Background: an optimization exercise with open tools, aiming at small area. Do not read the settings as production practice.
At most, simulation tests tie the RTL to the original design; equivalence was not proved.
Power is estimated from default activity; no workload was simulated. The flow treats the clock pin as an ideal source, which a real chip does not have.

==> flow/design.v (excerpt) <==
module sobel_window_gen
#(
    parameter int IMG_W = sobel_pkg::IMG_W_DEF,
    parameter int IMG_H = sobel_pkg::IMG_H_DEF
) (
    input  logic        sys_clk_i,
    input  logic        sys_rst_ni,
    input  logic        pix_valid_i,
    input  logic        sof_i,
    input  sobel_pkg::pix_t        data_red_i,
    input  sobel_pkg::pix_t        data_green_i,
    input  sobel_pkg::pix_t        data_blue_i,
    output logic [71:0] win_o,
    output logic        win_valid_o,
    output logic        frame_done_o
);
Settings: LEC_CHECK=0, CAP_MARGIN=20, CORE_MARGIN=2, CORE_UTILIZATION=85, SLEW_MARGIN=20, SYNTH_HIERARCHICAL=1; clock period 10.0 ns.
standard.sh (not shown) runs the stock make flow with config.mk's settings and CLKGATE_MAP_FILE= SYNTH_SCRIPT=/design/flow/synth_recipe.tcl, a recipe that flattens the netlist after the stock synthesis.
==> flow/flow/run.sh <==
#!/bin/bash
# Standard layout, with two changes passed to the ORFS scripts through their
# own environment hooks: port buffers use the smallest buffer, and clock tree
# synthesis uses larger sink clusters and no dummy loads.
set -euo pipefail
export BUFFER_PORTS_ARGS="-buffer_cell sky130_fd_sc_hd__buf_1"
export CTS_ARGS="-sink_clustering_enable -repair_clock_nets -sink_clustering_size 22 -sink_clustering_max_diameter 50 -buf_list {sky130_fd_sc_hd__clkbuf_8} -dont_use_dummy_load"
bash standard.sh > standard.log 2>&1
==> next run, changes <==
==> flow/run.sh (new file) <==
#!/bin/bash
# synth_recipe.tcl (not shown) runs the flow's synth.tcl, then flattens the netlist and writes it again
# the make line also repeats each setting of config.mk as NAME=value (left out here)
make -C /OpenROAD-flow-scripts/flow DESIGN_CONFIG=/design/flow/config.mk WORK_HOME=/design/flow/orfs CLKGATE_MAP_FILE= SYNTH_SCRIPT=/design/flow/synth_recipe.tcl finish
Settings changed: CORE_UTILIZATION 85 to 75, CTS_BUF_LIST from default to sky130_fd_sc_hd__clkbuf_16, CTS_CLUSTER_DIAMETER from default to 80, CTS_CLUSTER_SIZE from default to 30.
removed: flow/flow/run.sh
removed: flow/standard.sh
=> Total power grows by a few percent; non-clock buffer count grows by 7; worst setup slack is worse by 0.52 ns; hold slack is worse by 0.0042 ns; global-route usage shrinks by 3.6 points; first-iteration DRC count shrinks by about a fifth; sequential cell count stays the same; final area grows slightly; count of clock-buffer cells in the layout shrinks by 44; die area grows by roughly a tenth; utilization shrinks by 8.7 points.
==> next run, changes <==
==> flow/flow/run.sh (new file) <==
#!/bin/bash
# Standard layout, with two changes passed to the ORFS scripts through their
# own environment hooks: port buffers use the smallest buffer, and clock tree
# synthesis uses larger sink clusters and no dummy loads.
set -euo pipefail
export BUFFER_PORTS_ARGS="-buffer_cell sky130_fd_sc_hd__buf_1"
export CTS_ARGS="-sink_clustering_enable -repair_clock_nets -sink_clustering_size 22 -sink_clustering_max_diameter 50 -buf_list {sky130_fd_sc_hd__clkbuf_8} -dont_use_dummy_load"
bash standard.sh > standard.log 2>&1
==> flow/standard.sh (new file) <==
#!/bin/bash
# synth_recipe.tcl (not shown) runs the flow's synth.tcl, then flattens the netlist and writes it again
# the make line also repeats each setting of config.mk as NAME=value (left out here)
make -C /OpenROAD-flow-scripts/flow DESIGN_CONFIG=/design/flow/config.mk WORK_HOME=/design/flow/orfs CLKGATE_MAP_FILE= SYNTH_SCRIPT=/design/flow/synth_recipe.tcl "${@:-finish}"
Settings changed: CTS_BUF_LIST sky130_fd_sc_hd__clkbuf_16 to default, CTS_CLUSTER_DIAMETER 80 to default, CTS_CLUSTER_SIZE 30 to default.
removed: flow/run.sh
What happened: Cell area fell slightly; clock power fell by roughly a tenth; utilization fell by 1.2 points; die area stays the same; area after synthesis does not change; register-to-register slack got worse by 0.11 ns; power fell by a few percent; setup slack improved by 0.43 ns; wire length fell slightly; cell count rose slightly.

* * *

== build 44 ==
Another version of the RTL of sobel_window_gen (not shown whole).
Size: ~6100 cells after synthesis, ~2600 flip-flops, ~0.074 mm^2 of cells after synthesis.
==> flow/config.mk <==
export PLATFORM = sky130hd
export DESIGN_NAME = sobel_window_gen
export DESIGN_NICKNAME = sobel_window_gen
export VERILOG_FILES = /design/flow/design.v
export SDC_FILE = /design/flow/constraint.sdc
export NUM_CORES = 4
export LEC_CHECK = 0
export CAP_MARGIN = 20
export CORE_MARGIN = 2
export CORE_UTILIZATION = 75
export SLEW_MARGIN = 20
==> flow/constraint.sdc <==
create_clock -name core_clock -period 10.0 [get_ports {sys_clk_i}]
set_input_delay 2.0000 -clock core_clock [delete_from_list [all_inputs] [get_ports {sys_clk_i}]]
set_output_delay 2.0000 -clock core_clock [all_outputs]
set_load 0.01 [all_outputs]
==> flow/flow/run.sh <==
#!/bin/bash
# Standard layout, with two changes passed to the ORFS scripts through their
# own environment hooks: port buffers use the smallest buffer, and clock tree
# synthesis uses larger sink clusters and no dummy loads.
set -euo pipefail
export BUFFER_PORTS_ARGS="-buffer_cell sky130_fd_sc_hd__buf_1"
export CTS_ARGS="-sink_clustering_enable -repair_clock_nets -sink_clustering_size 22 -sink_clustering_max_diameter 50 -buf_list {sky130_fd_sc_hd__clkbuf_8} -dont_use_dummy_load"
bash standard.sh > standard.log 2>&1
Modified inputs, build 11 compared to build 44
Settings: CORE_UTILIZATION: 75 -> 65.
==> flow/flow/run.sh <==
#!/bin/bash
# Standard layout, with two changes passed to the ORFS scripts through their
# own environment hooks: port buffers use the smallest buffer, and clock tree
# synthesis uses larger sink clusters and no dummy loads.
set -euo pipefail
export BUFFER_PORTS_ARGS="-buffer_cell sky130_fd_sc_hd__buf_1"
export CTS_ARGS="-sink_clustering_enable -repair_clock_nets -sink_clustering_size 30 -sink_clustering_max_diameter 80 -buf_list {sky130_fd_sc_hd__clkbuf_8 sky130_fd_sc_hd__clkbuf_16} -dont_use_dummy_load"
bash standard.sh > standard.log 2>&1
## What came out
Going from build 44 to build 11, the clock network fraction of total power was found to have gone up by 1.0 points. Summary of build 11 over build 44: final design instance area without fill moved up, final setup slack of the worst path saw a decrease.
Setup changes, build 11 to build 22
Settings: putting CTS_CLUSTER_SIZE at 30 where nothing was set; putting CTS_BUF_LIST at sky130_fd_sc_hd__clkbuf_8 sky130_fd_sc_hd__clkbuf_16 where nothing was set; putting CTS_CLUSTER_DIAMETER at 80 where nothing was set.
==> flow/run.sh (new file) <==
#!/bin/bash
# synth_recipe.tcl (not shown) runs the flow's synth.tcl, then flattens the netlist and writes it again
# the make line also repeats each setting of config.mk as NAME=value (left out here)
make -C /OpenROAD-flow-scripts/flow DESIGN_CONFIG=/design/flow/config.mk WORK_HOME=/design/flow/orfs CLKGATE_MAP_FILE= SYNTH_SCRIPT=/design/flow/synth_recipe.tcl finish
removed: flow/flow/run.sh
removed: flow/standard.sh
Findings:
- Build 22 ran to completion and came out clean on the timing, design-rule and antenna checks.
- First-iteration DRC count is higher on build 11
- On build 22: non-clock buffer share of cell area is 0.85 points higher than what build 11 gave.
- Build 11 → build 22: maximum clock frequency down about 0.7%; share of cell area taken by flip-flops and latches now sits lower; number of non-clock buffers rose 1.3%.
- Between build 11 and build 22, combinational power increased.
- Power consumption up about 1.3% in build 22 wrt build 11
No run of this note included a check of the RTL's function; only the layout flow was run.

* * *

run A:
Another version of the RTL of sobel_window_gen (not shown whole).
Size: roughly 2,600 flip-flops, roughly 100 I/O pins.
export LEC_CHECK = 0
export CAP_MARGIN = 20
export CORE_MARGIN = 2
export CORE_UTILIZATION = 75
export SLEW_MARGIN = 20
export SYNTH_HIERARCHICAL = 1
create_clock -name core_clock -period 10.0 [get_ports {sys_clk_i}]
==> flow/flow/run.sh <==
#!/bin/bash
# Standard layout, with two changes passed to the ORFS scripts through their
# own environment hooks: port buffers use the smallest buffer, and clock tree
# synthesis uses larger sink clusters and no dummy loads.
set -euo pipefail
export BUFFER_PORTS_ARGS="-buffer_cell sky130_fd_sc_hd__buf_1"
export CTS_ARGS="-sink_clustering_enable -repair_clock_nets -sink_clustering_size 36 -sink_clustering_max_diameter 60 -buf_list {sky130_fd_sc_hd__clkbuf_16} -dont_use_dummy_load"
bash standard.sh > standard.log 2>&1
The flow did not stop early for run A: all stages ran, and the layout cleared the timing, design-rule and antenna checks.
Relative to run A, the following input files were edited for run B:
==> flow/run.sh (new file) <==
#!/bin/bash
# synth_recipe.tcl (not shown) runs the flow's synth.tcl, then flattens the netlist and writes it again
# the make line also repeats each setting of config.mk as NAME=value (left out here)
make -C /OpenROAD-flow-scripts/flow DESIGN_CONFIG=/design/flow/config.mk WORK_HOME=/design/flow/orfs CLKGATE_MAP_FILE= SYNTH_SCRIPT=/design/flow/synth_recipe.tcl finish
--- a/flow/config.mk
+++ b/flow/config.mk
@@ -10,2 +10,5 @@
 export CORE_UTILIZATION = 75
+export CTS_BUF_LIST = sky130_fd_sc_hd__clkbuf_16
+export CTS_CLUSTER_DIAMETER = 80
+export CTS_CLUSTER_SIZE = 30
 export SLEW_MARGIN = 20
removed: flow/flow/run.sh
removed: flow/standard.sh
### Flow results
Going from run A to run B, met1 wire length went down; clock latency reported for the late side of the worst-skew pair went down; share of the clock period used by the worst path after layout went up; total design power went down; H-tree depth went down. Looking at setup slack, run B sits 340 ps lower than run A does. Run B: full flow OK, the timing, design-rule and antenna checks passed.
The following lists how run C was set up differently from run B:
==> flow/flow/run.sh (new file) <==
#!/bin/bash
# Standard layout, with two changes passed to the ORFS scripts through their
# own environment hooks: port buffers use the smallest buffer, and clock tree
# synthesis uses larger sink clusters and no dummy loads.
set -euo pipefail
export BUFFER_PORTS_ARGS="-buffer_cell sky130_fd_sc_hd__buf_1"
export CTS_ARGS="-sink_clustering_enable -repair_clock_nets -sink_clustering_size 22 -sink_clustering_max_diameter 50 -buf_list {sky130_fd_sc_hd__clkbuf_8} -dont_use_dummy_load"
bash standard.sh > standard.log 2>&1
==> flow/standard.sh (new file) <==
#!/bin/bash
# synth_recipe.tcl (not shown) runs the flow's synth.tcl, then flattens the netlist and writes it again
# the make line also repeats each setting of config.mk as NAME=value (left out here)
make -C /OpenROAD-flow-scripts/flow DESIGN_CONFIG=/design/flow/config.mk WORK_HOME=/design/flow/orfs CLKGATE_MAP_FILE= SYNTH_SCRIPT=/design/flow/synth_recipe.tcl "${@:-finish}"
--- a/flow/config.mk
+++ b/flow/config.mk
@@ -10,5 +10,2 @@
 export CORE_UTILIZATION = 75
-export CTS_BUF_LIST = sky130_fd_sc_hd__clkbuf_16
-export CTS_CLUSTER_DIAMETER = 80
-export CTS_CLUSTER_SIZE = 30
 export SLEW_MARGIN = 20
removed: flow/run.sh
==> comparison <==
Run B closes out successfully: all stages finished, all timing, DRC and antenna checks passed.
Run C finished every stage and its layout cleared the timing, design-rule and antenna checks.
Delta (run C minus run B): portion of the clock cycle consumed by the worst path in the final layout shows a reduction of 4.0 points, core utilization shows a reduction of 1.1 points.
Taking run B as the reference, in run C setup slack increased 400 ps; final HPWL from detailed placement went up; footprint of the flip-flops and latches neither gained nor lost much; total routed wirelength saw an increase.
The run showing the greater number of clock buffers in the layout is run C.
Global-route wire length before repair deteriorates in run C relative to run B.
Design area down 1.4% in run C wrt run B

==> re-timing with driven ports <==
The flow's constraints put no driver on any port. The routed layouts listed below were extracted and timed again, unchanged, in two steps. Step 1, drivers: a clkbuf_16 drives sys_clk_i and a buf_2 each remaining input, both assumed. Step 2 moves the port delays by t, midway between the first and last clock arrival at a register: inputs arrive t later, outputs are due t later. That takes back most of the time a late clock gives input paths. Slacks: no drivers / after step 1 / after step 2; pairs: no drivers / after step 1.
run	shift t [ns]	slack for setup (ns)	worst setup path at the end	worst data-port slew with drivers (ns)	pins driven straight from the clock port
the first run of note 1	0.911	0.743 / 0.792 / -0.120	input to register	0.03	1
the second run of note 1	0.751	0.221 / 0.267 / -0.484	input to register	0.04	1
the third run of note 1	0.885	0.652 / 0.697 / -0.187	input to register	0.03	1
build 44	0.878	0.474 / 0.509 / -0.369	input to register	0.04	1
build 11	0.731	0.394 / 0.441 / -0.290	input to register	0.04	1
build 22	0.763	0.328 / 0.372 / -0.391	input to register	0.04	1
run A	0.789	0.575 / 0.619 / -0.170	input to register	0.03	1
run B	0.762	0.233 / 0.281 / -0.481	input to register	0.04	1
run C	0.889	0.631 / 0.672 / -0.217	input to register	0.03	1
With both steps, setup timing fails in every run listed, where it was met with ideal ports. The setup slack of the first run of note 1, which loses most, moves by +0.049 ns with the drivers and by -0.863 ns with both steps.
